This design comes from an exercise in tuning for small area on the open sky130 flow, not from production work.
In this exercise RTL edits were held to simulation tests only and were not proved equivalent to the original.

==> flow/design.v (outline; a module is shown in full before it is edited, if it fits) <==
// module conv3x3_channel_mac: 1981 lines
// module conv3x3_final_add: 23 lines
// module conv3x3_pp: 1734 lines
// module conv3x3_fa: 9 lines
// module rgb_conv3x3_engine: 119 lines
module rgb_conv3x3_engine
#(
  parameter int DATA_WIDTH   = rgb_conv_pkg::DATA_WIDTH,
  parameter int WEIGHT_WIDTH = rgb_conv_pkg::WEIGHT_WIDTH,
  parameter int ACC_WIDTH    = rgb_conv_pkg::ACC_WIDTH,
  parameter int IMAGE_SIZE   = 224
) (
  input  logic                         clk,
  input  logic                         rst,
  input  logic                         col_valid,
  input  logic [3*DATA_WIDTH-1:0]      col_r,
  input  logic [3*DATA_WIDTH-1:0]      col_g,
  input  logic [3*DATA_WIDTH-1:0]      col_b,
  input  logic                         wt_we,
  input  logic [4:0]                   wt_addr,
  input  logic [ACC_WIDTH-1:0]         wt_data,
  output logic signed [ACC_WIDTH-1:0]  conv_out,
  output logic                         conv_valid,
  output logic [7:0]                   out_row,
  output logic [7:0]                   out_col,
  output logic                         frame_done
);
  // ...
==> flow/flow/run.sh <==
#!/bin/bash
# Layout flow: the standard ORFS flow (standard.sh, synthesis included,
# unchanged), with two changes to how the layout is made:
#   - each input and output port still gets its own buffer, but the smallest
#     buffer cell instead of a delay buffer;
#   - clock tree synthesis without dummy loads.
# make's full output goes to flow_make.log here; ORFS keeps each step's log
# under orfs/logs/.
set -euo pipefail
export BUFFER_PORTS_ARGS="-buffer_cell sky130_fd_sc_hd__buf_1"
export CTS_ARGS="-sink_clustering_enable -repair_clock_nets -dont_use_dummy_load"
bash standard.sh > flow_make.log 2>&1
==> flow/standard.sh <==
#!/bin/bash
# synth_recipe.tcl (not shown) runs the flow's synth.tcl, then flattens the netlist and writes it again
# the make line also repeats each setting of config.mk as NAME=value (left out here)
make -C /OpenROAD-flow-scripts/flow DESIGN_CONFIG=/design/flow/config.mk WORK_HOME=/design/flow/orfs CLKGATE_MAP_FILE= SYNTH_SCRIPT=/design/flow/synth_recipe.tcl "${@:-finish}"
==> flow/config.mk <==
export PLATFORM = sky130hd
export DESIGN_NAME = rgb_conv3x3_engine
export DESIGN_NICKNAME = rgb_conv3x3_engine
export VERILOG_FILES = /design/flow/design.v
export SDC_FILE = /design/flow/constraint.sdc
export NUM_CORES = 4
export LEC_CHECK = 0
export CAP_MARGIN = 20
export CORE_MARGIN = 2
export CORE_UTILIZATION = 45
export PLACE_DENSITY = 0.6
export SLEW_MARGIN = 20
export SYNTH_HIERARCHICAL = 1
export SYNTH_MINIMUM_KEEP_SIZE = 0
==> flow/constraint.sdc <==
create_clock -name core_clock -period 10.0 [get_ports {clk}]
set_input_delay 2.0000 -clock core_clock [delete_from_list [all_inputs] [get_ports {clk}]]
set_output_delay 2.0000 -clock core_clock [all_outputs]
set_load 0.01 [all_outputs]
==> results by group, run 1 <==
Outcome
  – Status: complete, no violations

GRT
  – Initial antenna violation count: 12
  – Largest net degree at the start of global routing: 57
  – Global route overflow: 0

Timing
  – Final setup margin: 195 ps
  – WHS: 321 ps
  – Final setup viols: 0

Cells and area
  – Final clock-cell share: 2.61%
  – Non-Filler Instances: 6,488
  – Signal buffers: 430
  – # diodes: 2
  – Synth-to-Final Area Change: 9.67%
  – Most frequent cells in the layout: fa_1 (1,726), nand2_1 (1,578), edfxtp_1 (384)
  – Seq_cells: roughly 500

Floorplan
  – # IOs: 147
  – Die H: 365 microns
  – Row cnt: around 130

Synthesis
  – Sequential-to-total area share from yosys stat: 24.1%
  – Syn avg cell area: 13.1 sq um
  – Syn nets: approximately 6,300
  – Number of synthesized register bits: a little over 500
  – Ys flop type: edfxtp_1
  – Post-synthesis mux area share: 0%
  – Combinational family with the most area after synthesis: adder cells
  – Area share of the largest cell type after synthesis: around three fifths

Routing
  – Uppermost routed layer: met5
  – Met2 routed wirelength: 119 mm
  – Total vias in the final route: 39,500

Critical path
  – Worst Setup SP: col1_r_q[2]
  – Max Fanout on Critical Path: 7
  – CP top delay family: adder cells
  – Worst R2R Path Depth: 24
  – Crit. path cell count: 24
  – Crit path DAT: around 10,000 ps

Worst hold path
  – HP Start: res_q[2][16]
  – Hold depth: 0
  – Hold EP: res_q[3][16]

Placed design
  – Worst slack, placed: 106 ps
  – Placed instance count: 6,418

Clock network
  – Number of CTS-inserted buffers: 67
==> module conv3x3_final_add, before the edit <==
module conv3x3_final_add (
  input  logic [28:0] cs_i,
  output logic [23:0] sum_o
);
  wire hs0, hc0, hs1, hc1, hs2, hc2, hs3, hc3, hs4, hc4, hs5, hc5, hs6, hc6, hs7, hc7;
  wire hs8, hc8, hs9;
  conv3x3_fa u_hs0 (.a(cs_i[14]), .b(cs_i[24]), .c(cs_i[28]), .s(hs0), .co(hc0));
  assign hs1 = ~(cs_i[15] ^ hc0);
  assign hc1 = cs_i[15] | hc0;
  conv3x3_fa u_hs2 (.a(cs_i[16]), .b(cs_i[25]), .c(hc1), .s(hs2), .co(hc2));
  assign hs3 = ~(cs_i[17] ^ hc2);
  assign hc3 = cs_i[17] | hc2;
  conv3x3_fa u_hs4 (.a(cs_i[18]), .b(cs_i[26]), .c(hc3), .s(hs4), .co(hc4));
  conv3x3_fa u_hs5 (.a(cs_i[19]), .b(cs_i[27]), .c(hc4), .s(hs5), .co(hc5));
  assign hs6 = ~(cs_i[20] ^ hc5);
  assign hc6 = cs_i[20] | hc5;
  assign hs7 = ~(cs_i[21] ^ hc6);
  assign hc7 = cs_i[21] | hc6;
  assign hs8 = ~(cs_i[22] ^ hc7);
  assign hc8 = cs_i[22] | hc7;
  assign hs9 = ~(cs_i[23] ^ hc8);
  assign sum_o = ~{hs9, hs8, hs7, hs6, hs5, hs4, hs3, hs2, hs1, hs0, cs_i[13:0]};
endmodule
==> run 2, diff against run 1 <==
--- a/flow/design.v
+++ b/flow/design.v
@@ -1,24 +1,24 @@
 package rgb_conv_pkg;
   localparam int DATA_WIDTH   = 8;
   localparam int WEIGHT_WIDTH = 8;
   localparam int ACC_WIDTH    = 24;
   localparam int NUM_TAPS     = 27;
   localparam int BIAS_ADDR    = 27;
-  localparam int CS_WIDTH     = 29;
+  localparam int CS_WIDTH     = 32;
   function automatic integer tap_idx(input integer ch, input integer ky, input integer kx);
     tap_idx = ch * 9 + ky * 3 + kx;
   endfunction
 endpackage
 module conv3x3_channel_mac (
   input  logic [215:0] pix_i,
   input  logic [215:0] wt_i,
   input  logic [23:0]  bias_n_i,
-  output logic [28:0]  cs_o
+  output logic [31:0]  cs_o
 );
   wire [1727:0] pp;
   conv3x3_pp u_pp (.pix_i(pix_i), .wt_i(wt_i), .pp_o(pp));
   wire s1, c2, s3, c4, s5, c6, s7, c8, s9, c10, s11, c12, s13, c14, s15, c16;
   wire s17, c18, s19, c20, s21, c22, s23, c24, s25, c26, s27, c28, s29, c30, s31, c32;
   wire s33, c34, s35, c36, s37, c38, s39, c40, s41, c42, s43, c44, s45, c46, s47, c48;
   wire s49, c50, s51, c52, s53, c54, s55, c56, s57, c58, s59, c60, s61, c62, s63, c64;
   wire s65, c66, s67, c68, s69, c70, s71, c72, s73, c74, s75, c76, s77, c78, s79, c80;
@@ -228,18 +228,17 @@
   wire s3329, c3330, s3331, c3332, s3333, c3334, s3335, c3336, s3337, c3338, s3339, c3340, s3341, c3342, s3343, c3344;
   wire s3345, c3346, s3347, c3348, s3349, c3350, s3351, c3352, s3353, c3354, s3355, c3356, s3357, c3358, s3359, c3360;
   wire s3361, c3362, s3363, c3364, s3365, c3366, s3367, c3368, s3369, c3370, s3371, c3372, s3373, c3374, s3375, c3376;
   wire s3377, c3378, s3379, c3380, s3381, c3382, s3383, c3384, s3385, c3386, s3387, c3388, s3389, c3390, s3391, c3392;
   wire s3393, c3394, s3395, c3396, s3397, c3398, s3399, c3400, s3401, c3402, s3403, c3404, s3405, c3406, s3407, c3408;
   wire s3409, c3410, s3411, c3412, s3413, c3414, s3415, c3416, s3417, c3418, s3419, c3420, s3421, c3422, s3423, c3424;
   wire s3425, c3426, s3427, c3428, s3429, c3430, s3431, c3432, s3433, c3434, s3435, c3436, s3437, c3438, s3439, c3440;
   wire s3441, c3442, s3443, c3444, s3445, c3446, s3447, s3448, c3449, s3450, c3451, s3452, c3453, s3454, c3455, s3456;
-  wire c3457, s3458, c3459, s3460, c3461, s3462, c3463, s3464, c3465, s3466, c3467, s3468, c3469, s3470, c3471, s3472;
-  wire c3473, s3474, c3475;
+  wire c3457, s3458, c3459, s3460, c3461, s3462, c3463, s3464, c3465;
   conv3x3_fa u_s1 (.a(pp[0]), .b(pp[64]), .c(bias_n_i[0]), .s(s1), .co(c2));
   conv3x3_fa u_s3 (.a(pp[256]), .b(pp[384]), .c(pp[192]), .s(s3), .co(c4));
   conv3x3_fa u_s5 (.a(pp[576]), .b(pp[640]), .c(pp[448]), .s(s5), .co(c6));
   conv3x3_fa u_s7 (.a(pp[832]), .b(pp[960]), .c(pp[768]), .s(s7), .co(c8));
   conv3x3_fa u_s9 (.a(pp[1152]), .b(pp[1216]), .c(pp[1024]), .s(s9), .co(c10));
   conv3x3_fa u_s11 (.a(pp[1408]), .b(pp[1536]), .c(pp[1344]), .s(s11), .co(c12));
   conv3x3_fa u_s13 (.a(s1), .b(s3), .c(pp[1600]), .s(s13), .co(c14));
   conv3x3_fa u_s15 (.a(s7), .b(s9), .c(s5), .s(s15), .co(c16));
@@ -1976,47 +1975,47 @@
   conv3x3_fa u_s3454 (.a(c3453), .b(s369), .c(s367), .s(s3454), .co(c3455));
   conv3x3_fa u_s3456 (.a(s585), .b(c3455), .c(s583), .s(s3456), .co(c3457));
   assign s3458 = ~(c3457 ^ s855);
   assign c3459 = c3457 | s855;
   assign s3460 = ~(c3459 ^ s1179);
   assign c3461 = c3459 | s1179;
   conv3x3_fa u_s3462 (.a(s1557), .b(c3461), .c(c1180), .s(s3462), .co(c3463));
   conv3x3_fa u_s3464 (.a(s1935), .b(c3463), .c(c1558), .s(s3464), .co(c3465));
-  conv3x3_fa u_s3466 (.a(s2285), .b(c3465), .c(c1936), .s(s3466), .co(c3467));
-  conv3x3_fa u_s3468 (.a(s2595), .b(c3467), .c(c2286), .s(s3468), .co(c3469));
-  assign s3470 = ~(s2859 ^ c3469);
-  assign c3471 = s2859 | c3469;
-  conv3x3_fa u_s3472 (.a(c2860), .b(c3471), .c(s3071), .s(s3472), .co(c3473));
-  assign s3474 = ~(s3231 ^ c3473);
-  assign c3475 = s3231 | c3473;
-  assign cs_o = {c3475, s3439, s3437, s3417, s3337, s3447, s3445, s3443, s3441, c3438, c3432, s3431, c3392, s3391, c3232, s3474, s3472, s3470, s3468, s3466, s3464, s3462, s3460, s3458, s3456, s3454, s3452, s3450, s3448};
+  assign cs_o = {c3465, s3439, s3437, s3417, s3337, s3071, s2595, s2285, s3447, s3445, s3443, s3441, c3438, c3432, s3431, c3392, s3391, c3232, s3231, c2860, s2859, c2286, c1936, s3464, s3462, s3460, s3458, s3456, s3454, s3452, s3450, s3448};
 endmodule
 module conv3x3_final_add (
-  input  logic [28:0] cs_i,
+  input  logic [31:0] cs_i,
   output logic [23:0] sum_o
 );
   wire hs0, hc0, hs1, hc1, hs2, hc2, hs3, hc3, hs4, hc4, hs5, hc5, hs6, hc6, hs7, hc7;
-  wire hs8, hc8, hs9;
-  conv3x3_fa u_hs0 (.a(cs_i[14]), .b(cs_i[24]), .c(cs_i[28]), .s(hs0), .co(hc0));
-  assign hs1 = ~(cs_i[15] ^ hc0);
-  assign hc1 = cs_i[15] | hc0;
-  conv3x3_fa u_hs2 (.a(cs_i[16]), .b(cs_i[25]), .c(hc1), .s(hs2), .co(hc2));
-  assign hs3 = ~(cs_i[17] ^ hc2);
-  assign hc3 = cs_i[17] | hc2;
-  conv3x3_fa u_hs4 (.a(cs_i[18]), .b(cs_i[26]), .c(hc3), .s(hs4), .co(hc4));
-  conv3x3_fa u_hs5 (.a(cs_i[19]), .b(cs_i[27]), .c(hc4), .s(hs5), .co(hc5));
-  assign hs6 = ~(cs_i[20] ^ hc5);
-  assign hc6 = cs_i[20] | hc5;
-  assign hs7 = ~(cs_i[21] ^ hc6);
-  assign hc7 = cs_i[21] | hc6;
-  assign hs8 = ~(cs_i[22] ^ hc7);
-  assign hc8 = cs_i[22] | hc7;
-  assign hs9 = ~(cs_i[23] ^ hc8);
-  assign sum_o = ~{hs9, hs8, hs7, hs6, hs5, hs4, hs3, hs2, hs1, hs0, cs_i[13:0]};
+  wire hs8, hc8, hs9, hc9, hs10, hc10, hs11, hc11, hs12, hc12, hs13, hc13, hs14;
+  conv3x3_fa u_hs0 (.a(cs_i[9]), .b(cs_i[24]), .c(cs_i[31]), .s(hs0), .co(hc0));
+  conv3x3_fa u_hs1 (.a(cs_i[10]), .b(cs_i[25]), .c(hc0), .s(hs1), .co(hc1));
+  assign hs2 = ~(cs_i[11] ^ hc1);
+  assign hc2 = cs_i[11] | hc1;
+  conv3x3_fa u_hs3 (.a(cs_i[12]), .b(cs_i[26]), .c(hc2), .s(hs3), .co(hc3));
+  assign hs4 = ~(cs_i[13] ^ hc3);
+  assign hc4 = cs_i[13] | hc3;
+  conv3x3_fa u_hs5 (.a(cs_i[14]), .b(cs_i[27]), .c(hc4), .s(hs5), .co(hc5));
+  assign hs6 = ~(cs_i[15] ^ hc5);
+  assign hc6 = cs_i[15] | hc5;
+  conv3x3_fa u_hs7 (.a(cs_i[16]), .b(cs_i[28]), .c(hc6), .s(hs7), .co(hc7));
+  assign hs8 = ~(cs_i[17] ^ hc7);
+  assign hc8 = cs_i[17] | hc7;
+  conv3x3_fa u_hs9 (.a(cs_i[18]), .b(cs_i[29]), .c(hc8), .s(hs9), .co(hc9));
+  conv3x3_fa u_hs10 (.a(cs_i[19]), .b(cs_i[30]), .c(hc9), .s(hs10), .co(hc10));
+  assign hs11 = ~(cs_i[20] ^ hc10);
+  assign hc11 = cs_i[20] | hc10;
+  assign hs12 = ~(cs_i[21] ^ hc11);
+  assign hc12 = cs_i[21] | hc11;
+  assign hs13 = ~(cs_i[22] ^ hc12);
+  assign hc13 = cs_i[22] | hc12;
+  assign hs14 = ~(cs_i[23] ^ hc13);
+  assign sum_o = ~{hs14, hs13, hs12, hs11, hs10, hs9, hs8, hs7, hs6, hs5, hs4, hs3, hs2, hs1, hs0, cs_i[8:0]};
 endmodule
 module conv3x3_pp (
   input  logic [215:0] pix_i,
   input  logic [215:0] wt_i,
   output logic [1727:0] pp_o
 );
   assign pp_o[0] = ~(pix_i[0] & wt_i[0]);
   assign pp_o[1] = ~(pix_i[0] & wt_i[1]);
==> results by group, run 2 <==
Outcome
  – Status: complete, no violations (unchanged)

Floorplan
  – Chip width: 365 microns (about the same)
  – Initial Util: 45.3% (was 45.2%)
  – Row cnt: 132 (unchanged)
  – # IOs: 147 (unchanged)
  – Die ar.: 133,000 sq um (about the same)
  – Die H: 365 microns (about the same)
  – Core box area: 129,000 sq um (unchanged)

Synthesis
  – Area contributors post-synth: fa_1 (59%), edfxtp_1 (20%), nand2_1 (10%) (unchanged)
  – Leading area contributor after synthesis: fa_1 (unchanged)
  – Synth cell types: 38 (unchanged)
  – Synthesized area: 58,600 sq um (was 58,500 sq um)
  – Area share of the largest cell type after synthesis: 59.0% (was 59.1%)
  – Share of async-settable or async-resettable flops after synthesis: 0% (unchanged)
  – Syn nets: 6,339 (was 6,336)
  – Post-synth EDFFs: 384 (unchanged)
  – Commonest cells in the netlist: fa_1 (1,726), nand2_1 (1,580), edfxtp_1 (384), and2_1 (216), buf_2 (190) (was fa_1 (1,726), nand2_1 (1,578), edfxtp_1 (384), and2_1 (217), buf_2 (189))
  – Sequential-to-total area share from yosys stat: 24.2% (was 24.1%)
  – Ys flop type: edfxtp_1 (unchanged)
  – Synth Instances: 4,482 (was 4,479)
  – Number of synthesized register bits: 516 (was 513)
  – Syn avg cell area: 13.1 sq um (about the same)
  – Yosys warnings: 9 (unchanged)
  – Most frequent cell after synthesis: fa_1 (unchanged)

Clock network
  – CTS Hold Bufs: 0 (unchanged)
  – Clk pin slew, worst setup/hold paths: 60 ps (about the same)
  – Clock Tree Buf Depth: 3 (unchanged)
  – Clock Latency Late Sink: 720 ps (was 700 ps)
  – Clock sinks: 516 (was 513)
  – Clk root buf: clkbuf_16 (unchanged)
  – H-tree levels: 2 (was 3)
  – PostCTS Resize Cnt: 0 (unchanged)
  – Postcts setup bufs: 0 (unchanged)
  – Number of CTS-inserted buffers: 60 (was 67)
  – CTS tree: built (unchanged)

Timing
  – Worst Tran Pin Value: 1160 ps (was 1090 ps)
  – Tcrit/Tclk final: 87.1% (was 98.0%)
  – Final hold vios: 0 (unchanged)
  – Slew HR: 22.4% (was 27.5%)
  – RSZ-0062 raised after global routing: no (unchanged)
  – Skew final: 132 ps (was 71.2 ps)
  – Final critical-path required period: 8710 ps (was 9800 ps)
  – Final setup viols: 0 (unchanged)
  – Fin Setup TNS: 0 ps (unchanged)
  – Fmax: 0.115 GHz (was 0.102 GHz)
  – Final max-slew violation count: 0 (unchanged)

Placed design
  – Gpl congestion: 1.08 (was 1.07)
  – DP Wirelength: 241 mm (was 243 mm)
  – Number of port buffers: 146 (unchanged)

Routing
  – DRT iter0 DRCs: 5,829 (was 5,745)
  – Remaining DRCs: 0 (unchanged)
  – Avg WL per Cell: 44.8 microns (was 43.1 microns)
  – Overall routed net length: 280 mm (about the same)
  – Initial DRT Pass Iterations: 6 (unchanged)
  – Post-DRT Antenna Nets: 0 (unchanged)
  – Vias per inst: 6.21 (was 6.09)
  – Total vias in the final route: 38,800 (was 39,500)

Critical path
  – CP max stage cell: fa_1 (unchanged)
  – Crit Reg-Reg Endpoint: cs_q[15] (was cs_q[13])
  – Max Fanout on Critical Path: 9 (was 7)
  – Worst Path Required: 10,570 ps (was 10,590 ps)
  – Critical-path cell list: nand2_1 > fa_1 > fa_1 > fa_1 > fa_1 > fa_1 > fa_1 > fa_1 > fa_1 > fa_1 > fa_1 > fa_1 > fa_1 > fa_1 > fa_1 > fa_1 (was buf_4 > nand2_1 > fa_1 > fa_1 > fa_1 > fa_1 > fa_1 > fa_1 > fa_1 > fa_1 > fa_1 > fa_1 > fa_1 > fa_1 > fa_1 > fa_1 > fa_1 > inv_1 > ha_1 > inv_1 > fa_1 > inv_1 > ha_1 > inv_1)
  – Crit path DAT: 9280 ps (was 10,400 ps)
  – CP Capture Type: flip-flop (unchanged)
  – Worst Setup Path Type: reg2reg (unchanged)
  – Critical Path Source Type: flip-flop (unchanged)
  – Worst R2R Path Depth: 16 (was 24)
  – Flop2flop setup slack: 1290 ps (was 200 ps)
  – Worst r2r src: col1_r_q[21] (was col1_r_q[2])
  – Worst path most repeated cell: fa_1 (unchanged)
  – Delay of the slowest critical-path stage: 810 ps (was 760 ps)

Cells and area
  – Top reg by flops: wt_q (unchanged)
  – Synth-to-Final Area Change: 5.69% (was 9.67%)
  – Fillers: 11,600 (was 11,400)
  – Max FFs per register: 216 (unchanged)
  – Share of post-route cells with drive strength above 1: 2.38% (was 7.55%)
  – Biggest regs: wt_q x216, res_q x72, cs_q x32 (was wt_q x216, res_q x72, cs_q x29)
  – Nets: 6,352 (was 6,603)
  – Most frequent cells in the layout: fa_1 (1,726), nand2_1 (1,580), edfxtp_1 (384) (was fa_1 (1,726), nand2_1 (1,578), edfxtp_1 (384))
  – Most common cell after layout, fill and taps aside: fa_1 (unchanged)

Worst hold path
  – Hold depth: 0 (unchanged)
  – HP Start: res_q[1][19] (was res_q[2][16])
  – Worst min-delay path class: reg2reg (unchanged)
  – Hold EP: res_q[2][19] (was res_q[3][16])

GRT
  – Vias in the first global route: 41,300 (was 42,100)
  – Initial antenna violation count: 24 (was 12)
  – First-pass GRT wire length: 376 mm (was 374 mm)
  – Largest net degree at the start of global routing: 46 (was 57)
  – Global route overflow: 0 (unchanged)
  – Overall routing resource usage: 43.7% (was 43.5%)

Job
  – Total of max-cap violations: 0 (unchanged)
run 2: logic make-up (layout without fill, tap and decap cells):
logic type,after synthesis,after routing,synth area share [%]
and+or+nand+nor,1866,1866,13.1
adders and majority gates,1752,1752,59.5
DFF,516,516,24.2
buffers and inverters,295,306,2.51
AOI/OAI and AO/OA,44,44,0.468
xor gates and xnor gates,9,9,0.135
other,0,15,0
run 2: critical path: cells and delay by family (launching register included):
family                   cells  cell delay [ps]
flip-flops                   1              770
adder cells (fa/ha/maj)     15             7600
AND/OR/NAND/NOR              1              160
run 2: layer usage:
layer  global-route usage, %  wire, microns  up-vias
met1                    60.4         108000    21400
met5                       0             98        -
met3                    14.1          35100      550
met4                    22.0          17800       16
li1                        -              -    13800
met2                    62.1         120000     3097
run 2: how the worst max path moves through the flow:
| stage | from | endpoint |
|---|---|---|
| final | col1_r_q[21] | cs_q[15] |
| after global routing | col1_r_q[21] | cs_q[15] |
| after CTS | col1_r_q[21] | cs_q[15] |
| after detailed placement | col_r[19] | cs_q[13] |
| after global placement | col_r[0] | cs_q[13] |
| after floorplan | col_b[2] | cs_q[15] |
run 2: final cells by class:
type	instances	area [sq um]	share of cell area [%]
clock buffers	60	1500	2.43
repair buffers	185	852	1.38
flip-flops and latches	516	14200	22.9
inverters	61	229	0.370
multi-input cells	3671	42900	69.4
diodes	15	37.5	0.0606
well taps	1742	2180	3.52
run 2: Yosys stat by module (local to each module, per instance):
module / flip-flops and latches / cell area, sq um / copies in the design
rgb_conv3x3_engine: 516 / 15400 / 1
conv3x3_final_add: 0 / 216 / 1
conv3x3_pp: 0 / 7980 / 1
conv3x3_fa: 0 / 20.0 / 1726
conv3x3_channel_mac: 0 / 464 / 1
run 2: per-stage QoR:
| stage | utilization [%] | area (sq um) | hold slack, ps | setup slack, ps | cells |
|---|---|---|---|---|---|
| detailed placement | 46.7 | 60400 | 312 | 933 | 6175 |
| global route | 47.9 | 61900 | 325 | 1130 | 6239 |
| CTS | 47.8 | 61900 | 320 | 1390 | 6235 |
| finish | 47.9 | 61900 | 315 | 1290 | 6250 |
| global placement | 46.7 | 60400 | 311 | 704 | 6174 |
| floorplan | - | 58600 | 310 | 2030 | 4482 |
==> run 3, diff against run 2 <==
==> flow/run.sh (new file) <==
#!/bin/bash
# synth_recipe.tcl (not shown) runs the flow's synth.tcl, then flattens the netlist and writes it again
# the make line also repeats each setting of config.mk as NAME=value (left out here)
make -C /OpenROAD-flow-scripts/flow DESIGN_CONFIG=/design/flow/config.mk WORK_HOME=/design/flow/orfs CLKGATE_MAP_FILE= SYNTH_SCRIPT=/design/flow/synth_recipe.tcl finish
removed: flow/flow/run.sh
removed: flow/standard.sh
==> results by group, run 3 <==
Timing
  – Final hold vios: 0 (unchanged)
  – Skew final: 73.3 ps (was 132 ps)
  – Slew HR: 24.7% (was 22.4%)
  – Fmax: 0.114 GHz (was 0.115 GHz)
  – WHS: 325 ps (was 315 ps)
  – Final setup viols: 0 (unchanged)
  – RSZ-0062 raised after global routing: no (unchanged)
  – Final max-slew violation count: 0 (unchanged)
  – Final setup margin: 1240 ps (was 1290 ps)
  – Final critical-path required period: 8760 ps (was 8710 ps)
  – Tcrit/Tclk final: 87.6% (was 87.1%)
  – Fin Setup TNS: 0 ps (unchanged)
  – Worst Tran Pin Value: 1120 ps (was 1160 ps)

Critical path
  – Flop2flop setup slack: 1240 ps (was 1290 ps)
  – Worst r2r src: col1_r_q[9] (was col1_r_q[21])
  – CP Capture Type: flip-flop (unchanged)
  – Crit path DAT: 9350 ps (was 9280 ps)
  – Worst Path Required: 10,590 ps (was 10,570 ps)
  – Worst Setup Path Type: reg2reg (unchanged)
  – Worst path most repeated cell: fa_1 (unchanged)
  – CP max stage cell: edfxtp_1 (was fa_1)
  – Crit Reg-Reg Endpoint: cs_q[15] (unchanged)
  – Delay of the slowest critical-path stage: 810 ps (about the same)
  – Worst R2R Path Depth: 16 (unchanged)
  – Critical-path cell list: nand2_1 > fa_1 > fa_1 > fa_1 > fa_1 > fa_1 > fa_1 > fa_1 > fa_1 > fa_1 > fa_1 > fa_1 > fa_1 > fa_1 > fa_1 > fa_1 (unchanged)
  – Max Fanout on Critical Path: 9 (unchanged)
  – Critical Path Source Type: flip-flop (unchanged)

Synthesis
  – Synthesized area: 58,600 sq um (unchanged)
  – Area share of the largest cell type after synthesis: 59.0% (unchanged)
  – Synth Instances: 4,482 (unchanged)
  – Syn nets: 6,339 (unchanged)
  – Number of synthesized register bits: 516 (unchanged)
  – Sequential-to-total area share from yosys stat: 24.2% (unchanged)
  – Most frequent cell after synthesis: fa_1 (unchanged)
  – Yosys warnings: 9 (unchanged)
  – Post-synth EDFFs: 384 (unchanged)
  – Ys flop type: edfxtp_1 (unchanged)
  – Leading area contributor after synthesis: fa_1 (unchanged)
  – Syn avg cell area: 13.1 sq um (unchanged)
  – Share of async-settable or async-resettable flops after synthesis: 0% (unchanged)
  – Commonest cells in the netlist: fa_1 (1,726), nand2_1 (1,580), edfxtp_1 (384), and2_1 (216), buf_2 (190) (unchanged)
  – Area contributors post-synth: fa_1 (59%), edfxtp_1 (20%), nand2_1 (10%) (unchanged)
  – Synth cell types: 38 (unchanged)

Placed design
  – Number of port buffers: 146 (unchanged)
  – Placement Cell Area: 61,300 sq um (was 60,400 sq um)
  – Worst slack, placed: 696 ps (was 933 ps)
  – Gpl congestion: 1.08 (about the same)
  – DP Wirelength: 249 mm (was 241 mm)

Outcome
  – Status: complete, no violations (unchanged)

Cells and area
  – Biggest regs: wt_q x216, res_q x72, cs_q x32 (unchanged)
  – Top reg by flops: wt_q (unchanged)
  – Fin util: 49.1% (was 47.9%)
  – Most common cell after layout, fill and taps aside: fa_1 (unchanged)
  – Max FFs per register: 216 (unchanged)
  – Nets: 6,357 (was 6,352)
  – Finished Cell Area: 63,500 sq um (was 61,900 sq um)
  – Area of the multi-input gates: 42,900 sq um (about the same)
  – Register Area: 14,200 sq um (unchanged)
  – Most frequent cells in the layout: fa_1 (1,726), nand2_1 (1,580), edfxtp_1 (384) (unchanged)
  – Synth-to-Final Area Change: 8.34% (was 5.69%)
  – Share of post-route cells with drive strength above 1: 3.49% (was 2.38%)
  – Fillers: 11,400 (was 11,600)

Clock network
  – Number of CTS-inserted buffers: 61 (was 60)
  – CTS tree: built (unchanged)
  – Postcts setup bufs: 0 (unchanged)
  – CTS Hold Bufs: 0 (unchanged)
  – Clock sinks: 516 (unchanged)
  – PostCTS Resize Cnt: 0 (unchanged)
  – Clock Tree Buf Depth: 3 (unchanged)
  – H-tree levels: 2 (unchanged)
  – Clk pin slew, worst setup/hold paths: 60 ps (about the same)
  – Clk root buf: clkbuf_16 (unchanged)
  – Clock Latency Late Sink: 750 ps (was 720 ps)

Floorplan
  – Initial Util: 45.3% (unchanged)
  – Core box area: 129,000 sq um (unchanged)
  – Die H: 365 microns (unchanged)
  – # IOs: 147 (unchanged)
  – Chip width: 365 microns (unchanged)
  – Row cnt: 132 (unchanged)
  – Die ar.: 133,000 sq um (unchanged)

GRT
  – Global route overflow: 0 (unchanged)
  – Vias in the first global route: 41,500 (was 41,300)
  – Initial antenna violation count: 19 (was 24)
  – Largest net degree at the start of global routing: 46 (unchanged)
  – Overall routing resource usage: 45.0% (was 43.7%)
  – First-pass GRT wire length: 385 mm (was 376 mm)

Routing
  – Post-DRT Antenna Nets: 0 (unchanged)
  – DRT iter0 DRCs: 5,494 (was 5,829)
  – Total vias in the final route: 38,900 (was 38,800)
  – Initial DRT Pass Iterations: 5 (was 6)
  – Overall routed net length: 290 mm (was 280 mm)
  – Remaining DRCs: 0 (unchanged)
  – Vias per inst: 6.18 (was 6.21)
  – Avg WL per Cell: 46.0 microns (was 44.8 microns)

Worst hold path
  – HP Start: res_q[2][23] (was res_q[1][19])
  – Hold depth: 0 (unchanged)
  – Worst min-delay path class: reg2reg (unchanged)
  – Hold EP: res_q[3][23] (was res_q[2][19])

Job
  – Total of max-cap violations: 0 (unchanged)
==> run 3: kinds of logic after synthesis <==
| logic type | Yosys count | share of synthesized area (%) |
|---|---|---|
| xor gates and xnor gates | 9 | 0.135 |
| AOI/OAI and AO/OA | 44 | 0.468 |
| adders and majority gates | 1752 | 59.5 |
| buffers and inverters | 295 | 2.51 |
| and+or+nand+nor | 1866 | 13.1 |
| DFF | 516 | 24.2 |
==> run 3: metrics by stage <==
step,instances
3_3_place_gp,6178
4_1_cts,6294
3_5_place_dp,6179
5_1_grt,6297
6_report,6303
2_1_floorplan,4482
==> run 3: critical path: cells and delay by family (launching register included) <==
kind          cells  cell delay (ps)
fa+ha+maj        15             7620
simple gates      1              160
flops             1              810
==> run 3: how the worst max path moves through the flow <==
stage | startpoint | endpoint | slack [ps] | cells past startpoint
3_5_place_dp | col_r[1] | cs_q[15] | 700 | 14
5_1_grt | col1_r_q[8] | cs_q[15] | 1070 | 16
6_report | col1_r_q[9] | cs_q[15] | 1240 | 16
3_3_place_gp | col_b[5] | cs_q[15] | 740 | 14
4_1_cts | col1_r_q[8] | cs_q[15] | 1300 | 16
2_1_floorplan | col_b[2] | cs_q[15] | 2030 | 14
==> run 3: final cells by class <==
class / instances / area share (%)
Antenna cell: 9 / 0.0355
Clock buffer: 75 / 2.70
Clock inverter: 40 / 0.643
Multi-Input combinational cell: 3671 / 67.7
Inverter: 61 / 0.361
Timing Repair Buffer: 189 / 2.82
Tap cell: 1742 / 3.43
Sequential cell: 516 / 22.3
==> run 3: Yosys stat by module (local to each module, per instance) <==
| module | cell area, sq um | flip-flops and latches | cells inside | copies in the design |
|---|---|---|---|---|
| conv3x3_fa | 20.0 | 0 | 1 | 1726 |
| rgb_conv3x3_engine | 15400 | 516 | 738 | 1 |
| conv3x3_channel_mac | 464 | 0 | 60 | 1 |
| conv3x3_pp | 7980 | 0 | 1918 | 1 |
| conv3x3_final_add | 216 | 0 | 40 | 1 |
==> run 3: layer usage <==
metal	track usage (%)	share of wire (%)	wire (microns)
met5	0	0.024	69
met4	21.8	6.2	17900
met3	15.1	12	36100
met2	63.9	42	123000
met1	62.4	39	113000
==> run 4, diff against run 3 <==
==> flow/flow/run.sh (new file) <==
#!/bin/bash
set -euo pipefail
export BUFFER_PORTS_ARGS="-buffer_cell sky130_fd_sc_hd__buf_1"
export CTS_ARGS="-sink_clustering_enable -repair_clock_nets -dont_use_dummy_load -buf_list sky130_fd_sc_hd__clkbuf_8 -sink_clustering_size 12 -sink_clustering_max_diameter 70"
bash standard.sh > flow_make.log 2>&1
==> flow/standard.sh (new file) <==
#!/bin/bash
# synth_recipe.tcl (not shown) runs the flow's synth.tcl, then flattens the netlist and writes it again
# the make line also repeats each setting of config.mk as NAME=value (left out here)
make -C /OpenROAD-flow-scripts/flow DESIGN_CONFIG=/design/flow/config.mk WORK_HOME=/design/flow/orfs CLKGATE_MAP_FILE= SYNTH_SCRIPT=/design/flow/synth_recipe.tcl "${@:-finish}"
removed: flow/run.sh
==> results by group, run 4 <==
Synthesis
  – Synth Instances: 4,482 (unchanged)
  – Synthesized area: 58,600 sq um (unchanged)
  – Leading area contributor after synthesis: fa_1 (unchanged)
  – Area share of the largest cell type after synthesis: 59.0% (unchanged)
  – Commonest cells in the netlist: fa_1 (1,726), nand2_1 (1,580), edfxtp_1 (384), and2_1 (216), buf_2 (190) (unchanged)
  – Ys flop type: edfxtp_1 (unchanged)
  – Share of async-settable or async-resettable flops after synthesis: 0% (unchanged)
  – Sequential-to-total area share from yosys stat: 24.2% (unchanged)
  – Synth cell types: 38 (unchanged)
  – Number of synthesized register bits: 516 (unchanged)
  – Post-synth EDFFs: 384 (unchanged)
  – Syn avg cell area: 13.1 sq um (unchanged)
  – Yosys warnings: 9 (unchanged)
  – Syn nets: 6,339 (unchanged)
  – Most frequent cell after synthesis: fa_1 (unchanged)
  – Area contributors post-synth: fa_1 (59%), edfxtp_1 (20%), nand2_1 (10%) (unchanged)

Clock network
  – Number of CTS-inserted buffers: 61 (unchanged)
  – Clock Tree Buf Depth: 3 (unchanged)
  – CTS tree: built (unchanged)
  – Clk pin slew, worst setup/hold paths: 80 ps (was 60 ps)
  – CTS Hold Bufs: 0 (unchanged)
  – PostCTS Resize Cnt: 0 (unchanged)
  – H-tree levels: 2 (unchanged)
  – Clock Latency Late Sink: 840 ps (was 750 ps)
  – Clk root buf: clkbuf_8 (was clkbuf_16)
  – Clock sinks: 516 (unchanged)
  – Postcts setup bufs: 0 (unchanged)

Timing
  – RSZ-0062 raised after global routing: no (unchanged)
  – Fmax: 0.115 GHz (was 0.114 GHz)
  – Fin Setup TNS: 0 ps (unchanged)
  – Final critical-path required period: 8670 ps (was 8760 ps)
  – Skew final: 161 ps (was 73.3 ps)
  – Final setup viols: 0 (unchanged)
  – Tcrit/Tclk final: 86.7% (was 87.6%)
  – Final max-slew violation count: 0 (unchanged)
  – Final hold vios: 0 (unchanged)
  – Slew HR: 23.0% (was 24.7%)
  – Worst Tran Pin Value: 1150 ps (was 1120 ps)
  – WHS: 327 ps (was 325 ps)

Worst hold path
  – Hold depth: 0 (unchanged)
  – Worst min-delay path class: reg2reg (unchanged)
  – HP Start: res_q[1][19] (was res_q[2][23])
  – Hold EP: res_q[2][19] (was res_q[3][23])

Outcome
  – Status: complete, no violations (unchanged)

Floorplan
  – # IOs: 147 (unchanged)
  – Die H: 365 microns (unchanged)
  – Die ar.: 133,000 sq um (unchanged)
  – Initial Util: 45.3% (unchanged)
  – Core box area: 129,000 sq um (unchanged)
  – Row cnt: 132 (unchanged)
  – Chip width: 365 microns (unchanged)

Critical path
  – Worst Path Required: 10,680 ps (was 10,590 ps)
  – Crit Reg-Reg Endpoint: cs_q[15] (unchanged)
  – Max Fanout on Critical Path: 9 (unchanged)
  – Crit path DAT: 9350 ps (about the same)
  – Worst r2r src: col1_r_q[21] (was col1_r_q[9])
  – Critical Path Source Type: flip-flop (unchanged)
  – Worst Setup Path Type: reg2reg (unchanged)
  – Flop2flop setup slack: 1330 ps (was 1240 ps)
  – Worst R2R Path Depth: 16 (unchanged)
  – CP Capture Type: flip-flop (unchanged)

Routing
  – Avg WL per Cell: 44.8 microns (was 46.0 microns)
  – Remaining DRCs: 0 (unchanged)
  – Total vias in the final route: 38,700 (was 38,900)
  – Initial DRT Pass Iterations: 5 (unchanged)
  – Overall routed net length: 280 mm (was 290 mm)
  – Vias per inst: 6.19 (was 6.18)
  – DRT iter0 DRCs: 5,877 (was 5,494)
  – Post-DRT Antenna Nets: 0 (unchanged)

Placed design
  – Gpl congestion: 1.08 (about the same)
  – Number of port buffers: 146 (unchanged)
  – DP Wirelength: 241 mm (was 249 mm)

GRT
  – Initial antenna violation count: 25 (was 19)
  – Overall routing resource usage: 43.7% (was 45.0%)
  – Global route overflow: 0 (unchanged)
  – Largest net degree at the start of global routing: 46 (unchanged)
  – Vias in the first global route: 41,300 (was 41,500)
  – First-pass GRT wire length: 376 mm (was 385 mm)

Cells and area
  – Fin util: 47.4% (was 49.1%)
  – Most common cell after layout, fill and taps aside: fa_1 (unchanged)
  – Top reg by flops: wt_q (unchanged)
  – Synth-to-Final Area Change: 4.56% (was 8.34%)
  – Share of post-route cells with drive strength above 1: 2.40% (was 3.49%)
  – Most frequent cells in the layout: fa_1 (1,726), nand2_1 (1,580), edfxtp_1 (384) (unchanged)
  – Nets: 6,353 (was 6,357)
  – Biggest regs: wt_q x216, res_q x72, cs_q x32 (unchanged)
  – Max FFs per register: 216 (unchanged)

Job
  – Total of max-cap violations: 0 (unchanged)
[run 4: cell counts after synthesis]
Identical to the previous run, type by type.
[run 4: cells by family (layout without fill, tap and decap cells)]
| logic type | after synthesis | count (layout) | share of synthesized area [%] |
|---|---|---|---|
| simple gates | 1866 | 1866 | 13.1 |
| flops | 516 | 516 | 24.2 |
| xor+xnor | 9 | 9 | 0.135 |
| fa+ha+maj | 1752 | 1752 | 59.5 |
| compound gates | 44 | 44 | 0.468 |
| other cells | 0 | 15 | 0 |
| buf+inv | 295 | 307 | 2.51 |
[run 4: area by class of cell]
class                           count  area (sq um)
Timing Repair Buffer              185           852
Clock buffer                       61           840
Antenna cell                       15          37.5
Tap cell                         1742          2180
Multi-Input combinational cell   3671         42900
Fill cell                       11700         68100
Sequential cell                   516         14200
Inverter                           61           229
[run 4: Yosys stat by module, one instance, submodules excluded]
module | cells | flops+latches | area [sq um] | times used
conv3x3_channel_mac | 60 | 0 | 464 | 1
conv3x3_pp | 1918 | 0 | 7980 | 1
rgb_conv3x3_engine | 738 | 516 | 15400 | 1
conv3x3_fa | 1 | 0 | 20.0 | 1726
conv3x3_final_add | 40 | 0 | 216 | 1
[run 4: layer usage]
layer	vias to the layer above	GRT usage [%]	part of all wire (%)	wire [microns]
li1	13700	-	-	-
met1	21300	60.4	39	109000
met2	3073	61.7	42	118000
met3	536	14.1	12	34200
met4	10	23.0	6.7	18600
met5	-	0	0.021	58
[run 4: worst max path at each step]
stage          slack (ps)  cells after the start       end          from
6_report             1330                     16  cs_q[15]  col1_r_q[21]
5_1_grt              1170                     16  cs_q[15]  col1_r_q[21]
4_1_cts              1370                     16  cs_q[15]  col1_r_q[21]
3_5_place_dp          930                     14  cs_q[13]     col_r[19]
3_3_place_gp          700                     14  cs_q[13]      col_r[0]
2_1_floorplan        2030                     14  cs_q[15]      col_b[2]
[run 4: through the flow]
| stage | cell area (sq um) | worst slack [ps] | instances |
|---|---|---|---|
| after floorplan | 58600 | 2030 | 4482 |
| after global routing | 61200 | 1170 | 6242 |
| after CTS | 61200 | 1370 | 6236 |
| after global placement | 60400 | 704 | 6174 |
| after detailed placement | 60400 | 933 | 6175 |
| final | 61200 | 1330 | 6251 |
[run 4: worst max-delay path, stage by stage (launching register included)]
cell	delay [ps]
edfxtp_1	770
nand2_1	160
fa_1	470
fa_1	770
fa_1	560
fa_1	480
fa_1	520
fa_1	510
fa_1	530
fa_1	540
fa_1	460
fa_1	460
fa_1	450
fa_1	500
fa_1	430
fa_1	430
fa_1	450
==> run 5, diff against run 4 <==
==> flow/flow/run.sh (replaced) <==
#!/bin/bash
set -euo pipefail
export BUFFER_PORTS_ARGS="-buffer_cell sky130_fd_sc_hd__buf_1"
export CTS_ARGS="-sink_clustering_enable -repair_clock_nets -dont_use_dummy_load -buf_list sky130_fd_sc_hd__clkbuf_8 -sink_clustering_size 14 -sink_clustering_max_diameter 80"
bash standard.sh > flow_make.log 2>&1
==> results by group, run 5 <==
Clock network
  – Number of CTS-inserted buffers: 52 (was 61)
  – Postcts setup bufs: 0 (unchanged)
  – CTS tree: built (unchanged)
  – Clk root buf: clkbuf_8 (unchanged)
  – Clock sinks: 516 (unchanged)
  – Clock Latency Late Sink: 820 ps (was 840 ps)
  – Clock Tree Buf Depth: 3 (unchanged)
  – CTS Hold Bufs: 0 (unchanged)
  – H-tree levels: 2 (unchanged)
  – Clk pin slew, worst setup/hold paths: 100 ps (was 80 ps)
  – PostCTS Resize Cnt: 0 (unchanged)

Synthesis
  – Ys flop type: edfxtp_1 (unchanged)
  – Post-synth EDFFs: 384 (unchanged)
  – Synth cell types: 38 (unchanged)
  – Post-Synth Simple-Gate Area: 13.1% (unchanged)
  – Yosys warnings: 9 (unchanged)
  – Area share of the largest cell type after synthesis: 59.0% (unchanged)
  – Post-synthesis xor/xnor area fraction: 0.135% (unchanged)
  – Adder-Cell Fraction of Synth Area: 59.5% (unchanged)
  – Number of synthesized register bits: 516 (unchanged)
  – Leading area contributor after synthesis: fa_1 (unchanged)
  – Syn nets: 6,339 (unchanged)
  – Commonest cells in the netlist: fa_1 (1,726), nand2_1 (1,580), edfxtp_1 (384), and2_1 (216), buf_2 (190) (unchanged)
  – Compound-Gate Fraction of Synth Area: 0.468% (unchanged)
  – Sequential-to-total area share from yosys stat: 24.2% (unchanged)
  – Most frequent cell after synthesis: fa_1 (unchanged)
  – Area contributors post-synth: fa_1 (59%), edfxtp_1 (20%), nand2_1 (10%) (unchanged)
  – Syn avg cell area: 13.1 sq um (unchanged)
  – Synthesized area: 58,600 sq um (unchanged)
  – Share of async-settable or async-resettable flops after synthesis: 0% (unchanged)
  – Combinational family with the most area after synthesis: adder cells (unchanged)
  – Synth Instances: 4,482 (unchanged)
  – Post-synthesis mux area share: 0% (unchanged)

Critical path
  – Worst Setup Path Type: reg2reg (unchanged)
  – Worst path most repeated cell: fa_1 (unchanged)
  – Max Fanout on Critical Path: 9 (unchanged)
  – CP max stage cell: fa_1 (was edfxtp_1)
  – Crit path DAT: 9370 ps (was 9350 ps)
  – Delay of the slowest critical-path stage: 810 ps (was 770 ps)
  – Critical Path Source Type: flip-flop (unchanged)
  – Critical-path cell list: nand2_1 > fa_1 > fa_1 > fa_1 > fa_1 > fa_1 > fa_1 > fa_1 > fa_1 > fa_1 > fa_1 > fa_1 > fa_1 > fa_1 > fa_1 > fa_1 (unchanged)
  – CP Capture Type: flip-flop (unchanged)
  – Worst Path Required: 10,670 ps (was 10,680 ps)

GRT
  – Initial antenna violation count: 25 (unchanged)
  – Overall routing resource usage: 43.7% (about the same)
  – GRT met2 Usage: 62.1% (was 61.7%)
  – Largest net degree at the start of global routing: 46 (unchanged)
  – Most crowded layer after global routing: met2 (unchanged)
  – First-pass GRT wire length: 376 mm (about the same)
  – Vias in the first global route: 41,200 (was 41,300)
  – Met1 Use GR: 60.6% (was 60.4%)
  – GR Util met3: 13.8% (was 14.1%)
  – Global route overflow: 0 (unchanged)

Timing
  – Fin Setup TNS: 0 ps (unchanged)
  – Final critical-path required period: 8700 ps (was 8670 ps)
  – RSZ-0062 raised after global routing: no (unchanged)
  – Worst Tran Pin Value: 1170 ps (was 1150 ps)
  – WHS: 323 ps (was 327 ps)
  – Final setup viols: 0 (unchanged)
  – Skew final: 139 ps (was 161 ps)
  – Final hold vios: 0 (unchanged)
  – Slew HR: 22.0% (was 23.0%)
  – Final max-slew violation count: 0 (unchanged)
  – Fmax: 0.115 GHz (about the same)
  – Final setup margin: 1300 ps (was 1330 ps)
  – Tcrit/Tclk final: 87.0% (was 86.7%)

Cells and area
  – Non-Filler Instances: 6,245 (was 6,251)
  – Synth-to-Final Area Change: 4.36% (was 4.56%)
  – Most common cell after layout, fill and taps aside: fa_1 (unchanged)
  – Nets: 6,344 (was 6,353)
  – Share of post-route cells with drive strength above 1: 2.21% (was 2.40%)
  – Top reg by flops: wt_q (unchanged)
  – Fillers: 11,700 (about the same)
  – Biggest regs: wt_q x216, res_q x72, cs_q x32 (unchanged)
  – Max FFs per register: 216 (unchanged)
  – Most frequent cells in the layout: fa_1 (1,726), nand2_1 (1,580), edfxtp_1 (384) (unchanged)

Placed design
  – Number of port buffers: 146 (unchanged)
  – DP Wirelength: 241 mm (unchanged)
  – Worst slack, placed: 933 ps (unchanged)
  – Gpl congestion: 1.08 (unchanged)
  – Placed instance count: 6,175 (unchanged)

Floorplan
  – Die ar.: 133,000 sq um (unchanged)
  – Row cnt: 132 (unchanged)
  – Chip width: 365 microns (unchanged)
  – # IOs: 147 (unchanged)
  – Initial Util: 45.3% (unchanged)
  – Core box area: 129,000 sq um (unchanged)
  – Die H: 365 microns (unchanged)

Routing
  – Post-DRT Antenna Nets: 0 (unchanged)
  – Total vias in the final route: 38,700 (about the same)
  – Overall routed net length: 280 mm (about the same)
  – Remaining DRCs: 0 (unchanged)
  – Vias per inst: 6.20 (was 6.19)
  – Avg WL per Cell: 44.8 microns (about the same)
  – DRT iter0 DRCs: 6,123 (was 5,877)
  – Initial DRT Pass Iterations: 5 (unchanged)

Job
  – Total of max-cap violations: 0 (unchanged)

Worst hold path
  – Worst min-delay path class: reg2reg (unchanged)

Outcome
  – Status: complete, no violations (unchanged)
run 5: changes by cell type in the layout (fill, tap and decap cells not counted), sizes merged:
cell    before  now
clkbuf      62   53
diode       15   18
run 5: layer usage:
layer / wire [microns] / vias to the layer above / share of wire, %
li1: - / 13700 / -
met3: 34500 / 548 / 12
met5: 59 / - / 0.021
met4: 18100 / 10 / 6.5
met1: 108000 / 21400 / 39
met2: 119000 / 3051 / 43
run 5: Yosys stat by module, one instance, submodules excluded:
module / cell area (sq um) / times used / cells
rgb_conv3x3_engine: 15400 / 1 / 738
conv3x3_final_add: 216 / 1 / 40
conv3x3_pp: 7980 / 1 / 1918
conv3x3_fa: 20.0 / 1726 / 1
conv3x3_channel_mac: 464 / 1 / 60
run 5: through the flow:
stage | cell area, sq um | utilization (%)
4_1_cts | 61100 | 47.2
2_1_floorplan | 58600 | -
3_3_place_gp | 60400 | 46.7
5_1_grt | 61100 | 47.2
6_report | 61100 | 47.3
3_5_place_dp | 60400 | 46.7
run 5: path summary, 6_finish.rpt:
path	start	depth (start not counted)	endpoint	slack, ps
worst max-delay path	col1_r_q[21]	16	cs_q[15]	1300
worst min-delay path	res_q[2][21]	0	res_q[3][21]	320
worst max register to register	col1_r_q[21]	16	cs_q[15]	1300
worst min register to register	res_q[2][21]	0	res_q[3][21]	320
run 5: logic make-up after synthesis:
family | after synthesis
compound gates | 44
buf+inv | 295
simple gates | 1866
xor+xnor | 9
flops | 516
fa+ha+maj | 1752
run 5: final cells by class:
cell class / count / area, sq um / share of cell area, %
well taps: 1742 / 2180 / 3.57
flip-flops and latches: 516 / 14200 / 23.2
multi-input cells: 3671 / 42900 / 70.2
diodes: 18 / 45.0 / 0.0737
inverters: 61 / 229 / 0.375
clock buffers: 52 / 716 / 1.17
repair buffers: 185 / 852 / 1.39
run 5: worst max-delay path, delay by kind of cell (launching register included):
| family | cells | cell delay [ps] |
|---|---|---|
| DFF | 1 | 770 |
| adders and majority gates | 15 | 7590 |
| and+or+nand+nor | 1 | 160 |
==> run 6, diff against run 5 <==
--- a/flow/config.mk
+++ b/flow/config.mk
@@ -6,4 +6,5 @@
 export NUM_CORES = 4
 export LEC_CHECK = 0
+export ABC_AREA = 1
 export CAP_MARGIN = 20
 export CORE_MARGIN = 2
==> results by group, run 6 <==
GRT
  – Overall routing resource usage: 39.6% (was 43.7%)
  – Vias in the first global route: 41,700 (was 41,200)
  – Global route overflow: 0 (unchanged)
  – First-pass GRT wire length: 367 mm (was 376 mm)
  – Largest net degree at the start of global routing: 68 (was 46)
  – Initial antenna violation count: 10 (was 25)

Cells and area
  – Most common cell after layout, fill and taps aside: nand2_1 (was fa_1)
  – Max FFs per register: 216 (unchanged)
  – Share of post-route cells with drive strength above 1: 2.98% (was 2.21%)
  – Non-Filler Instances: 6,578 (was 6,245)
  – Biggest regs: wt_q x216, res_q x72, cs_q x32 (unchanged)
  – Most frequent cells in the layout: nand2_1 (1,826), fa_1 (1,726), edfxtp_1 (384) (was fa_1 (1,726), nand2_1 (1,580), edfxtp_1 (384))
  – Fillers: 12,500 (was 11,700)
  – Nets: 6,651 (was 6,344)
  – Synth-to-Final Area Change: 0.284% (was 4.36%)
  – Top reg by flops: wt_q (unchanged)

Routing
  – Uppermost routed layer: met5 (unchanged)
  – Total vias in the final route: 39,500 (was 38,700)
  – Avg WL per Cell: 41.0 microns (was 44.8 microns)
  – DRT iter0 DRCs: 6,063 (was 6,123)
  – Vias per inst: 6.01 (was 6.20)
  – Post-DRT Antenna Nets: 0 (unchanged)
  – Post-Route M1 WL: 102 mm (was 108 mm)
  – Metal3 WL: 40.4 mm (was 34.5 mm)
  – Met2 routed wirelength: 111 mm (was 119 mm)
  – Overall routed net length: 270 mm (was 280 mm)
  – Initial DRT Pass Iterations: 6 (was 5)
  – Remaining DRCs: 0 (unchanged)

Synthesis
  – Sequential-to-total area share from yosys stat: 23.0% (was 24.2%)
  – Synthesized area: 61,700 sq um (was 58,600 sq um)
  – Share of async-settable or async-resettable flops after synthesis: 0% (unchanged)
  – Ys flop type: edfxtp_1 (unchanged)
  – Number of synthesized register bits: 516 (unchanged)
  – Leading area contributor after synthesis: fa_1 (unchanged)
  – Post-synth EDFFs: 384 (unchanged)
  – Synth cell types: 34 (was 38)
  – Area contributors post-synth: fa_1 (56%), edfxtp_1 (19%), nand2_1 (11%) (was fa_1 (59%), edfxtp_1 (20%), nand2_1 (10%))
  – Syn avg cell area: 12.3 sq um (was 13.1 sq um)
  – Synth Instances: 5,004 (was 4,482)
  – Most frequent cell after synthesis: nand2_1 (was fa_1)
  – Commonest cells in the netlist: nand2_1 (1,826), fa_1 (1,726), edfxtp_1 (384), buf_4 (360), inv_1 (304) (was fa_1 (1,726), nand2_1 (1,580), edfxtp_1 (384), and2_1 (216), buf_2 (190))
  – Yosys warnings: 9 (unchanged)
  – Area share of the largest cell type after synthesis: 56.0% (was 59.0%)
  – Syn nets: 6,861 (was 6,339)

Timing
  – Skew final: 151 ps (was 139 ps)
  – Slew HR: 17.0% (was 22.0%)
  – Fin Setup TNS: 0 ps (unchanged)
  – Final setup viols: 0 (unchanged)
  – Worst Tran Pin Value: 1250 ps (was 1170 ps)
  – RSZ-0062 raised after global routing: no (unchanged)
  – Final hold vios: 0 (unchanged)
  – Tcrit/Tclk final: 87.6% (was 87.0%)
  – Final max-slew violation count: 0 (unchanged)
  – Fmax: 0.114 GHz (was 0.115 GHz)
  – Final critical-path required period: 8760 ps (was 8700 ps)

Clock network
  – Clock Latency Late Sink: 830 ps (was 820 ps)
  – Clk root buf: clkbuf_8 (unchanged)
  – Postcts setup bufs: 0 (unchanged)
  – CTS tree: built (unchanged)
  – H-tree levels: 2 (unchanged)
  – PostCTS Resize Cnt: 0 (unchanged)
  – Clock sinks: 516 (unchanged)
  – Clock Tree Buf Depth: 3 (unchanged)
  – Clk pin slew, worst setup/hold paths: 90 ps (was 100 ps)
  – CTS Hold Bufs: 0 (unchanged)
  – Number of CTS-inserted buffers: 54 (was 52)

Floorplan
  – Initial Util: 45.4% (was 45.3%)
  – Chip width: 374 microns (was 365 microns)
  – Row cnt: 135 (was 132)
  – Core box area: 136,000 sq um (was 129,000 sq um)
  – # IOs: 147 (unchanged)
  – Die ar.: 140,000 sq um (was 133,000 sq um)
  – Die H: 374 microns (was 365 microns)

Worst hold path
  – HP Start: res_q[2][19] (was res_q[2][21])
  – Hold EP: res_q[3][19] (was res_q[3][21])
  – Hold depth: 0 (unchanged)
  – Worst min-delay path class: reg2reg (unchanged)

Critical path
  – Worst R2R Path Depth: 15 (was 16)
  – Crit path DAT: 9420 ps (was 9370 ps)
  – Worst Path Required: 10,660 ps (was 10,670 ps)
  – Critical Path Source Type: flip-flop (unchanged)
  – Worst Setup Path Type: reg2reg (unchanged)
  – Worst r2r src: col1_g_q[20] (was col1_r_q[21])
  – Flop2flop setup slack: 1240 ps (was 1300 ps)
  – Max Fanout on Critical Path: 9 (unchanged)
  – CP Capture Type: flip-flop (unchanged)
  – Crit Reg-Reg Endpoint: cs_q[15] (unchanged)

Job
  – Total of max-cap violations: 0 (unchanged)

Placed design
  – Number of port buffers: 146 (unchanged)
  – Gpl congestion: 1.10 (was 1.08)
  – Placed instance count: 6,518 (was 6,175)
  – DP Wirelength: 229 mm (was 241 mm)

Outcome
  – Status: complete, no violations (unchanged)
[run 6: routing by layer]
| metal | track usage [%] | vias up |
|---|---|---|
| li1 | - | 14300 |
| met1 | 54.4 | 21500 |
| met2 | 54.1 | 3152 |
| met3 | 16.7 | 525 |
| met4 | 19.1 | 2 |
| met5 | 0.412 | - |
[run 6: stage by stage]
stage	area [sq um]	utilization (%)	hold slack, ps	setup WS [ps]
final	61900	45.6	306	1240
after global routing	61900	45.6	317	1050
after CTS	61800	45.5	314	1310
after detailed placement	61100	45.0	312	910
after global placement	61100	45.0	310	948
after floorplan	61700	-	310	1950
[run 6: cell families (layout without fill, tap and decap cells)]
family | Yosys count | count (layout) | synth area share [%]
AOI/OAI and AO/OA | 44 | 44 | 0.389
xor gates and xnor gates | 4 | 4 | 0.0568
adders and majority gates | 1752 | 1752 | 56.5
buffers and inverters | 781 | 569 | 8.23
DFF | 516 | 516 | 23.0
other | 0 | 5 | 0
and+or+nand+nor | 1907 | 1907 | 11.8
[run 6: modules after synthesis, one instance, submodules excluded]
module / area, sq um / cells
conv3x3_pp: 10900 / 2376
conv3x3_fa: 20.0 / 1
conv3x3_channel_mac: 474 / 64
conv3x3_final_add: 226 / 44
rgb_conv3x3_engine: 15500 / 794
[run 6: how the worst max path moves through the flow]
| stage | from | to |
|---|---|---|
| 6_report | col1_g_q[20] | cs_q[15] |
| 5_1_grt | col1_g_q[21] | cs_q[15] |
| 4_1_cts | col1_g_q[20] | cs_q[15] |
| 3_5_place_dp | col_r[11] | cs_q[15] |
| 3_3_place_gp | col_r[11] | cs_q[15] |
| 2_1_floorplan | col_b[2] | cs_q[15] |
[run 6: cell type report]
| type | count | area, sq um | share of cell area (%) |
|---|---|---|---|
| multi-input cells | 3707 | 42500 | 68.7 |
| flip-flops and latches | 516 | 14200 | 22.9 |
| well taps | 1781 | 2230 | 3.60 |
| inverters | 306 | 1150 | 1.86 |
| repair buffers | 209 | 1030 | 1.67 |
| clock buffers | 54 | 743 | 1.20 |
| diodes | 5 | 12.5 | 0.0202 |
[run 6: worst max-delay path: stages, from the launching register on]
cell and delay (ps):
edfxtp_1 790, nand2_1 170, fa_1 490, fa_1 640, fa_1 790, fa_1 500
fa_1 520, fa_1 440, fa_1 770, fa_1 510, fa_1 500, fa_1 460
fa_1 510, fa_1 510, fa_1 500, fa_1 470
==> run 7, diff against run 6 <==
--- a/flow/config.mk
+++ b/flow/config.mk
@@ -9,6 +9,6 @@
 export CAP_MARGIN = 20
 export CORE_MARGIN = 2
-export CORE_UTILIZATION = 45
-export PLACE_DENSITY = 0.6
+export CORE_UTILIZATION = 60
+export PLACE_DENSITY = 0.7
 export SLEW_MARGIN = 20
 export SYNTH_HIERARCHICAL = 1
==> results by group, run 7 <==
Floorplan
  – # IOs: 147 (unchanged)
  – Row cnt: 117 (was 135)
  – Die H: 325 microns (was 374 microns)
  – Die ar.: 105,000 sq um (was 140,000 sq um)
  – Initial Util: 60.6% (was 45.4%)
  – Core box area: 102,000 sq um (was 136,000 sq um)
  – Chip width: 325 microns (was 374 microns)

Cells and area
  – Nets: 6,634 (was 6,651)
  – Max FFs per register: 216 (unchanged)
  – Top reg by flops: wt_q (unchanged)
  – Biggest regs: wt_q x216, res_q x72, cs_q x32 (unchanged)
  – Most frequent cells in the layout: nand2_1 (1,826), fa_1 (1,726), edfxtp_1 (384) (unchanged)
  – Share of post-route cells with drive strength above 1: 2.55% (was 2.98%)

Critical path
  – CP Capture Type: flip-flop (unchanged)
  – Worst Path Required: 10,630 ps (was 10,660 ps)
  – Worst Setup Path Type: reg2reg (unchanged)
  – Crit Reg-Reg Endpoint: cs_q[15] (unchanged)
  – Worst Setup SP: col1_g_q[15] (was col1_g_q[20])
  – Flop2flop setup slack: 1170 ps (was 1240 ps)
  – Critical Path Source Type: flip-flop (unchanged)
  – Crit path DAT: 9460 ps (was 9420 ps)

Routing
  – Remaining DRCs: 0 (unchanged)
  – Total vias in the final route: 40,000 (was 39,500)
  – DRT iter0 DRCs: 6,844 (was 6,063)
  – Initial DRT Pass Iterations: 7 (was 6)
  – Vias per inst: 6.50 (was 6.01)

Synthesis
  – Synth cell types: 34 (unchanged)
  – Synthesized area: 61,700 sq um (unchanged)
  – Area share of the largest cell type after synthesis: 56.0% (unchanged)
  – Commonest cells in the netlist: nand2_1 (1,826), fa_1 (1,726), edfxtp_1 (384), buf_4 (360), inv_1 (304) (unchanged)
  – Most frequent cell after synthesis: nand2_1 (unchanged)
  – Share of async-settable or async-resettable flops after synthesis: 0% (unchanged)
  – Post-synth EDFFs: 384 (unchanged)
  – Synth Instances: 5,004 (unchanged)
  – Sequential-to-total area share from yosys stat: 23.0% (unchanged)
  – Leading area contributor after synthesis: fa_1 (unchanged)
  – Yosys warnings: 9 (unchanged)
  – Ys flop type: edfxtp_1 (unchanged)
  – Syn nets: 6,861 (unchanged)
  – Area contributors post-synth: fa_1 (56%), edfxtp_1 (19%), nand2_1 (11%) (unchanged)

GRT
  – Overall routing resource usage: 50.1% (was 39.6%)
  – Initial antenna violation count: 16 (was 10)
  – Vias in the first global route: 41,900 (was 41,700)

Worst hold path
  – HP Start: res_q[2][16] (was res_q[2][19])

Placed design
  – Number of port buffers: 146 (unchanged)
  – DP Wirelength: 215 mm (was 229 mm)

Clock network
  – Postcts setup bufs: 0 (unchanged)
  – Clk pin slew, worst setup/hold paths: 100 ps (was 90 ps)
  – CTS tree: built (unchanged)
  – H-tree levels: 2 (unchanged)
  – Clk root buf: clkbuf_8 (unchanged)
  – PostCTS Resize Cnt: 0 (unchanged)
  – Number of CTS-inserted buffers: 50 (was 54)
  – CTS Hold Bufs: 0 (unchanged)
  – Clock Tree Buf Depth: 3 (unchanged)
  – Clock Latency Late Sink: 810 ps (was 830 ps)

Timing
  – Tcrit/Tclk final: 88.3% (was 87.6%)
  – Skew final: 122 ps (was 151 ps)
  – Fmax: 0.113 GHz (was 0.114 GHz)
  – RSZ-0062 raised after global routing: no (unchanged)
  – Fin Setup TNS: 0 ps (unchanged)
  – Final hold vios: 0 (unchanged)

Outcome
  – Status: complete, no violations (unchanged)

Job
  – Total of max-cap violations: 0 (unchanged)
run 7: changes by cell type in the layout (fill, tap and decap cells not counted), moves of 2 or more:
cell | before | now
clkbuf_8 | 54 | 50
o21ai_1 | 7 | 9
o21ai_2 | 6 | 1
buf_4 | 62 | 48
o21ai_0 | 15 | 17
diode_2 | 5 | 9
run 7: worst min-delay path by stage:
stage	endpoint	depth (start not counted)
after global placement	res_q[2][0]	0
after global routing	res_q[3][16]	0
after CTS	res_q[2][14]	0
final	res_q[3][16]	0
after floorplan	res_q[2][0]	0
after detailed placement	res_q[3][8]	0
run 7: metrics by stage:
| stage | cells | utilization (%) | hold slack (ps) | cell area [sq um] |
|---|---|---|---|---|
| after floorplan | 5004 | - | 310 | 61700 |
| after global placement | 6091 | 59.3 | 310 | 60500 |
| after detailed placement | 6092 | 59.3 | 312 | 60500 |
| after CTS | 6142 | 60.0 | 312 | 61100 |
| after global routing | 6145 | 60.0 | 317 | 61200 |
| final | 6152 | 60.1 | 311 | 61200 |
run 7: per-module statistics from Yosys, one instance, submodules excluded:
module / cells / flops+latches / area (sq um)
conv3x3_pp: 2376 / 0 / 10900
conv3x3_fa: 1 / 0 / 20.0
conv3x3_final_add: 44 / 0 / 226
rgb_conv3x3_engine: 794 / 516 / 15500
conv3x3_channel_mac: 64 / 0 / 474
run 7: layer usage:
metal	share of wire (%)	wire length, microns	GRT usage [%]	up-vias
li1	-	-	-	14300
met1	34	86000	65.5	21100
met2	39	100000	65.4	3895
met3	19	48600	28.7	703
met4	7.6	19400	27.9	12
met5	0.077	195	0.861	-
run 7: worst max-delay path: stages (launching register included):
cell	delay, ps
edfxtp_1	900
nand2_1	150
fa_1	500
fa_1	580
fa_1	1100
fa_1	600
fa_1	440
fa_1	490
fa_1	510
fa_1	550
fa_1	470
fa_1	470
fa_1	500
fa_1	460
fa_1	460
fa_1	460
run 7: final cells by class:
cell class | count | area, sq um
antenna | 9 | 22.5
multi-input combinational | 3707 | 42500
tap | 1368 | 1710
fill | 8246 | 40700
clock buffer | 50 | 688
inverter | 306 | 1150
sequential | 516 | 14200
timing repair buffer | 196 | 928
run 7: logic make-up (layout without fill, tap and decap cells):
kind of cell               Yosys count  after routing  synth area share, %
AOI/OAI and AO/OA                   44             44                0.389
xor gates and xnor gates             4              4               0.0568
adders and majority gates         1752           1752                 56.5
buffers and inverters              781            552                 8.23
DFF                                516            516                 23.0
other                                0              9                    0
and+or+nand+nor                   1907           1907                 11.8

==> separate check: timing with driven ports <==
No port has a modelled driver above. Below, the same layouts with a new extraction and two added sets of constraints.
Step 1 assumes that a clkbuf_16 drives the clock port and a buf_2 every other input.
Step 2 times the ports against the registers' clock, not the clock port: input delays grow and output delays shrink by t, the midpoint of the rising clock arrivals with the driver on.
Three values: ideal, step 1, step 2; two values: the first two.
run	t, ns	setup WS [ns]	worst setup path after step 2	pins driven straight from the clock port
run 1	0.754	0.195 / 0.195 / -0.017	input to register	1
run 2	0.741	1.288 / 1.288 / 0.866	input to register	1
run 3	0.804	1.241 / 1.241 / 0.613	input to register	1
run 4	0.839	1.333 / 1.333 / 0.914	input to register	1
run 5	0.833	1.303 / 1.303 / 0.875	input to register	1
run 6	0.836	1.237 / 1.237 / 0.851	input to register	1
run 7	0.829	1.168 / 1.168 / 0.737	input to register	1
Met with ideal ports but missed after step 2: setup timing in run 1. For run 3, which loses most, drivers alone change the setup slack by 0.000 ns; drivers and shift together by -0.628 ns.
